This is an optimization exercise on Yosys and OpenROAD, whose aim is small area and a short achievable clock period, not a production implementation. At most, simulation tests tie the RTL to the original design; equivalence was not proved.

== tundra ==
==> flow/design.v <==
module batch_dispatcher #(
   parameter int MAX_DEPENDENCIES = 256,
   parameter int MAX_BATCH_SIZE   = 8,
   parameter int SLOT_W           = 3,
   parameter int WATCHDOG_CYCLES  = 1024
) (
   input  logic                        clk,
   input  logic                        rst,
   input  logic                        s_axis_tvalid,
   output logic                        s_axis_tready,
   input  logic [63:0]                 s_axis_tdata_owner_programID,
   input  logic [MAX_DEPENDENCIES-1:0] s_axis_tdata_read_dependencies,
   input  logic [MAX_DEPENDENCIES-1:0] s_axis_tdata_write_dependencies,
   input  logic                        batch_end,
   output logic                        d_valid,
   input  logic                        d_ready,
   output logic [63:0]                 d_programID,
   output logic [SLOT_W-1:0]           d_slot,
   input  logic                        done_valid,
   input  logic [SLOT_W-1:0]           done_slot,
   output logic [MAX_DEPENDENCIES-1:0] batch_read_mask,
   output logic [MAX_DEPENDENCIES-1:0] batch_write_mask,
   output logic                        batch_retired,
   output logic                        completion_error,
   output logic                        watchdog_timeout,
   output logic [15:0]                 batches_retired,
   output logic [15:0]                 txns_dispatched
);
   if (MAX_BATCH_SIZE < 2 || MAX_BATCH_SIZE != (1 << SLOT_W) || WATCHDOG_CYCLES < 2)
   begin : g_param_check
      $error("batch_dispatcher: inconsistent parameters");
   end
   localparam int WD_W = $clog2(WATCHDOG_CYCLES);
   localparam int NB   = MAX_BATCH_SIZE;
   typedef enum logic [1:0] {
      PH_COLLECT  = 2'd0,
      PH_DISPATCH = 2'd1,
      PH_WAIT     = 2'd2,
      PH_RETIRE   = 2'd3
   } phase_t;
   phase_t                      ph;
   logic                        rt_q;
   logic                        o_tready_n, o_dvalid, o_retired;
   logic [SLOT_W-1:0]           cnt;
   logic                        cnt_z, cnt_f, last_q;
   logic [NB-1:0]               nsel_next, wsel_next;
   logic [SLOT_W-1:0]           dptr;
   logic [NB-1:0]               nsel;
   logic [NB-1:0]               wsel;
   logic [NB-1:0]               wq, nq;
   logic                        cnt_nz;
   logic [NB-1:0]               outst;
   logic [63:0]                 id_buf [NB];
   logic [63:0]                 dpid;
   logic [MAX_DEPENDENCIES-1:0] rd_mask;
   logic [MAX_DEPENDENCIES-1:0] wr_mask;
   logic [15:0]                 batches_q;
   logic [15:0]                 txns_q;
   logic                        error_q;
   logic [WD_W-1:0]             wd_cnt;
   logic                        wd_timeout_q;
   logic          in_collect, in_dispatch, in_wait, in_retire;
   logic [NB-1:0] cur;
   logic          is_last;
   logic          beat_accept;
   logic          close_batch;
   logic          dispatch_fire;
   logic          last_dispatch;
   logic [NB-1:0] done_dec;
   logic [NB-1:0] only_one;
   logic          done_legal;
   logic          all_done_next;
   logic          wd_fire;
   logic          to_retire;
   logic [63:0]   rdata;
   logic          ld_in, ld_buf, ld_hold;
   assign in_collect  = (ph == PH_COLLECT);
   assign in_dispatch = (ph == PH_DISPATCH);
   assign in_wait     = (ph == PH_WAIT);
   assign in_retire   = rt_q;
   assign nsel    = nq ^ NB'(1);
   assign wsel    = wq ^ NB'(1);
   assign cnt_z   = !cnt_nz;
   assign cur     = {nsel[0], nsel[NB-1:1]};
   assign is_last = last_q;
   assign beat_accept   = s_axis_tvalid && in_collect;
   assign close_batch   = in_collect &&
                          ((batch_end && (!cnt_z || s_axis_tvalid)) ||
                           (s_axis_tvalid && cnt_f));
   assign dispatch_fire = in_dispatch && d_ready;
   assign last_dispatch = dispatch_fire && is_last;
   always_comb begin
      done_dec = '0;
      done_dec[done_slot] = done_valid;
   end
   always_comb begin
      for (int i = 0; i < NB; i++)
         only_one[i] = (outst == NB'(1 << i));
   end
   assign done_legal    = done_valid && outst[done_slot] && !in_retire;
   assign all_done_next = done_valid && only_one[done_slot];
   assign wd_fire       = in_wait && !done_legal &&
                          (wd_cnt == WD_W'(WATCHDOG_CYCLES - 1));
   assign to_retire     = in_wait && (all_done_next || wd_fire);
   always_comb begin
      rdata = '0;
      for (int i = 0; i < NB; i++)
         rdata = rdata | ({64{nsel[i]}} & id_buf[i]);
   end
   assign ld_in   = close_batch && cnt_z;
   assign ld_buf  = (close_batch && !cnt_z) || (dispatch_fire && !is_last);
   assign ld_hold = in_dispatch && !d_ready;
   always_comb begin
      nsel_next = nsel;
      if (close_batch) nsel_next = NB'(2);
      if (dispatch_fire) nsel_next = is_last ? NB'(1) : {nsel[NB-2:0], nsel[NB-1]};
      wsel_next = wsel;
      if (close_batch) wsel_next = '0;
      else if (beat_accept) wsel_next = {wsel[NB-2:0], wsel[NB-1]};
      if (in_retire) wsel_next = NB'(1);
   end
   always_ff @(posedge clk or posedge rst) begin
      if (rst) begin
         ph           <= PH_COLLECT;
         rt_q         <= 1'b0;
         o_tready_n   <= 1'b0;
         o_dvalid     <= 1'b0;
         o_retired    <= 1'b0;
         cnt          <= '0;
         cnt_nz       <= 1'b0;
         cnt_f        <= 1'b0;
         last_q       <= 1'b0;
         dptr         <= '0;
         nq           <= '0;
         wq           <= '0;
         outst        <= '0;
         dpid         <= '0;
         batches_q    <= '0;
         txns_q       <= '0;
         error_q      <= 1'b0;
         wd_cnt       <= '0;
         wd_timeout_q <= 1'b0;
      end else begin
         if (done_valid && !done_legal) error_q <= 1'b1;
         if (wd_fire) wd_timeout_q <= 1'b1;
         rt_q <= to_retire;
         if (close_batch) begin
            ph       <= PH_DISPATCH;
            o_tready_n <= 1'b1;
            o_dvalid <= 1'b1;
         end
         if (last_dispatch) begin
            ph       <= PH_WAIT;
            o_dvalid <= 1'b0;
         end
         if (to_retire) begin
            ph        <= PH_RETIRE;
            o_retired <= 1'b1;
         end
         if (in_retire) begin
            ph        <= PH_COLLECT;
            o_retired <= 1'b0;
            o_tready_n <= 1'b0;
            batches_q <= batches_q + 16'd1;
         end
         if (in_collect) begin
            if (close_batch) begin
               if (!s_axis_tvalid) cnt <= cnt - SLOT_W'(1);
               last_q <= s_axis_tvalid ? cnt_z : (cnt == SLOT_W'(1));
            end else if (s_axis_tvalid) begin
               cnt   <= cnt + SLOT_W'(1);
               cnt_nz <= 1'b1;
               cnt_f <= (cnt == SLOT_W'(NB - 2));
            end
         end else if (in_retire) begin
            cnt   <= '0;
            cnt_nz <= 1'b0;
            cnt_f <= 1'b0;
         end
         if (dispatch_fire) begin
            last_q <= !is_last && (dptr + SLOT_W'(1) == cnt);
         end
         if (dispatch_fire) begin
            dptr   <= is_last ? '0 : dptr + SLOT_W'(1);
            txns_q <= txns_q + 16'd1;
         end
         if (in_retire) begin
            outst <= '0;
         end else begin
            outst <= (outst & ~done_dec) | (cur & {NB{dispatch_fire}});
         end
         if (last_dispatch || (in_wait && done_legal)) begin
            wd_cnt <= WD_W'(1);
         end else if (in_wait) begin
            wd_cnt <= wd_cnt + WD_W'(1);
         end
         nq <= nsel_next ^ NB'(1);
         wq <= wsel_next ^ NB'(1);
         dpid <= ({64{ld_buf}}  & rdata) |
                 ({64{ld_in}}   & s_axis_tdata_owner_programID) |
                 ({64{ld_hold}} & dpid);
      end
   end
   always_ff @(posedge clk or posedge rst) begin
      if (rst) begin
         rd_mask <= '0;
         wr_mask <= '0;
      end else if (in_retire) begin
         rd_mask <= '0;
         wr_mask <= '0;
      end else if (beat_accept) begin
         rd_mask <= rd_mask | s_axis_tdata_read_dependencies;
         wr_mask <= wr_mask | s_axis_tdata_write_dependencies;
      end
   end
   always_ff @(posedge clk) begin
      for (int i = 0; i < NB; i++)
         if (wsel[i]) id_buf[i] <= s_axis_tdata_owner_programID;
   end
   assign s_axis_tready    = !o_tready_n;
   assign d_valid          = o_dvalid;
   assign d_slot           = dptr;
   assign d_programID      = dpid;
   assign batch_read_mask  = rd_mask;
   assign batch_write_mask = wr_mask;
   assign batch_retired    = o_retired;
   assign completion_error = error_q;
   assign watchdog_timeout = wd_timeout_q;
   assign batches_retired  = batches_q;
   assign txns_dispatched  = txns_q;
endmodule
clock: 3.6 ns
lec_check: 0
cap_margin: 20
core_area: 10 10 470 470
cts_buf_list: sky130_fd_sc_hd__clkbuf_8 sky130_fd_sc_hd__clkbuf_16
cts_cluster_diameter: 80
cts_cluster_size: 25
die_area: 0 0 480 480
setup_slack_margin: 1.6
slew_margin: 20
standard.sh (not shown) runs the stock make flow with config.mk's settings and CLKGATE_MAP_FILE= SYNTH_SCRIPT=/design/flow/synth_recipe.tcl, a recipe that flattens the netlist after the stock synthesis.
==> flow/flow/run.sh <==
#!/bin/bash
set -euo pipefail
bash standard.sh "BUFFER_PORTS_ARGS=-buffer_cell sky130_fd_sc_hd__buf_1" \
  "PRE_IO_PLACEMENT_TCL=$PWD/flow/pins.tcl" finish > standard.log 2>&1
==> flow/flow/pins.tcl <==
# Keep each input bit's pin next to the output pin of the same bit.
for {set i 0} {$i < 256} {incr i} {
  set_io_pin_constraint -group -order -pin_names [list "s_axis_tdata_read_dependencies\[$i\]" "batch_read_mask\[$i\]"]
  set_io_pin_constraint -group -order -pin_names [list "s_axis_tdata_write_dependencies\[$i\]" "batch_write_mask\[$i\]"]
}
for {set i 0} {$i < 64} {incr i} {
  set_io_pin_constraint -group -order -pin_names [list "s_axis_tdata_owner_programID\[$i\]" "d_programID\[$i\]"]
}
tundra: all stages complete, timing, DRC and antenna checks passed
--- input diff tundra..yarrow ---
diff --git a/flow/design.v b/flow/design.v
--- a/flow/design.v
+++ b/flow/design.v
@@ -44,10 +44,6 @@
    logic [SLOT_W-1:0]           cnt;
    logic                        cnt_z, cnt_f, last_q;
-   logic [NB-1:0]               nsel_next, wsel_next;
    logic [SLOT_W-1:0]           dptr;
    logic [NB-1:0]               nsel;
-   logic [NB-1:0]               wsel;
-   logic [NB-1:0]               wq, nq;
-   logic                        cnt_nz;
    logic [NB-1:0]               outst;
    logic [63:0]                 id_buf [NB];
@@ -79,7 +75,4 @@
    assign in_wait     = (ph == PH_WAIT);
    assign in_retire   = rt_q;
-   assign nsel    = nq ^ NB'(1);
-   assign wsel    = wq ^ NB'(1);
-   assign cnt_z   = !cnt_nz;
    assign cur     = {nsel[0], nsel[NB-1:1]};
    assign is_last = last_q;
@@ -111,13 +104,4 @@
    assign ld_buf  = (close_batch && !cnt_z) || (dispatch_fire && !is_last);
    assign ld_hold = in_dispatch && !d_ready;
-   always_comb begin
-      nsel_next = nsel;
-      if (close_batch) nsel_next = NB'(2);
-      if (dispatch_fire) nsel_next = is_last ? NB'(1) : {nsel[NB-2:0], nsel[NB-1]};
-      wsel_next = wsel;
-      if (close_batch) wsel_next = '0;
-      else if (beat_accept) wsel_next = {wsel[NB-2:0], wsel[NB-1]};
-      if (in_retire) wsel_next = NB'(1);
-   end
    always_ff @(posedge clk or posedge rst) begin
       if (rst) begin
@@ -128,10 +112,9 @@
          o_retired    <= 1'b0;
          cnt          <= '0;
-         cnt_nz       <= 1'b0;
+         cnt_z        <= 1'b1;
          cnt_f        <= 1'b0;
          last_q       <= 1'b0;
          dptr         <= '0;
-         nq           <= '0;
-         wq           <= '0;
+         nsel         <= NB'(1);
          outst        <= '0;
          dpid         <= '0;
@@ -149,4 +132,5 @@
             o_tready_n <= 1'b1;
             o_dvalid <= 1'b1;
+            nsel     <= NB'(2);
          end
          if (last_dispatch) begin
@@ -170,10 +154,10 @@
             end else if (s_axis_tvalid) begin
                cnt   <= cnt + SLOT_W'(1);
-               cnt_nz <= 1'b1;
+               cnt_z <= 1'b0;
                cnt_f <= (cnt == SLOT_W'(NB - 2));
             end
          end else if (in_retire) begin
             cnt   <= '0;
-            cnt_nz <= 1'b0;
+            cnt_z <= 1'b1;
             cnt_f <= 1'b0;
          end
@@ -183,4 +167,5 @@
          if (dispatch_fire) begin
             dptr   <= is_last ? '0 : dptr + SLOT_W'(1);
+            nsel   <= is_last ? NB'(1) : {nsel[NB-2:0], nsel[NB-1]};
             txns_q <= txns_q + 16'd1;
          end
@@ -195,6 +180,4 @@
             wd_cnt <= wd_cnt + WD_W'(1);
          end
-         nq <= nsel_next ^ NB'(1);
-         wq <= wsel_next ^ NB'(1);
          dpid <= ({64{ld_buf}}  & rdata) |
                  ({64{ld_in}}   & s_axis_tdata_owner_programID) |
@@ -215,6 +198,7 @@
    end
    always_ff @(posedge clk) begin
-      for (int i = 0; i < NB; i++)
-         if (wsel[i]) id_buf[i] <= s_axis_tdata_owner_programID;
+      if (in_collect) begin
+         id_buf[cnt] <= s_axis_tdata_owner_programID;
+      end
    end
    assign s_axis_tready    = !o_tready_n;
Results
- [yarrow] number of standard cells after synthesis rose 77 relative to tundra
- Number of ordinary and repair buffers in the finished layout: higher on yarrow
- Across both runs, final routed wirelength across all metal layers was lower for yarrow than for tundra.
- Vias: yarrow more than tundra
- Of yarrow and tundra, it is yarrow that has the higher final period utilization.
Function not checked in tundra: the RTL went through the layout flow alone.

## port drivers added, routing unchanged
The flow's constraints put no driver on any port. The routed layouts listed below were extracted and timed again, unchanged, in two steps.
Step 1 (the two cells are an assumption about what drives the block):
set clk [get_ports {clk}]
set_driving_cell -lib_cell sky130_fd_sc_hd__clkbuf_16 $clk
set_driving_cell -lib_cell sky130_fd_sc_hd__buf_2 [delete_from_list [all_inputs] $clk]
Step 2 moves the port delays by t, midway between the first and last clock arrival at a register: inputs arrive t later, outputs are due t later. That takes back most of the time a late clock gives input paths.
Slacks: ideal ports / drivers / drivers and shift; pairs: ideal ports / drivers.
run | shift t [ns] | slack for setup (ns) | hold slack, ns
tundra | 0.781 | 1.546 / 1.462 / 0.975 | 0.215 / 0.161 / 0.499
yarrow | 0.820 | 1.471 / 1.390 / 0.857 | 0.083 / 0.045 / 0.499
After both steps setup and hold are still met in every run listed. The setup slack of yarrow, which loses most, moves by -0.081 ns with the drivers and by -0.614 ns with both steps.
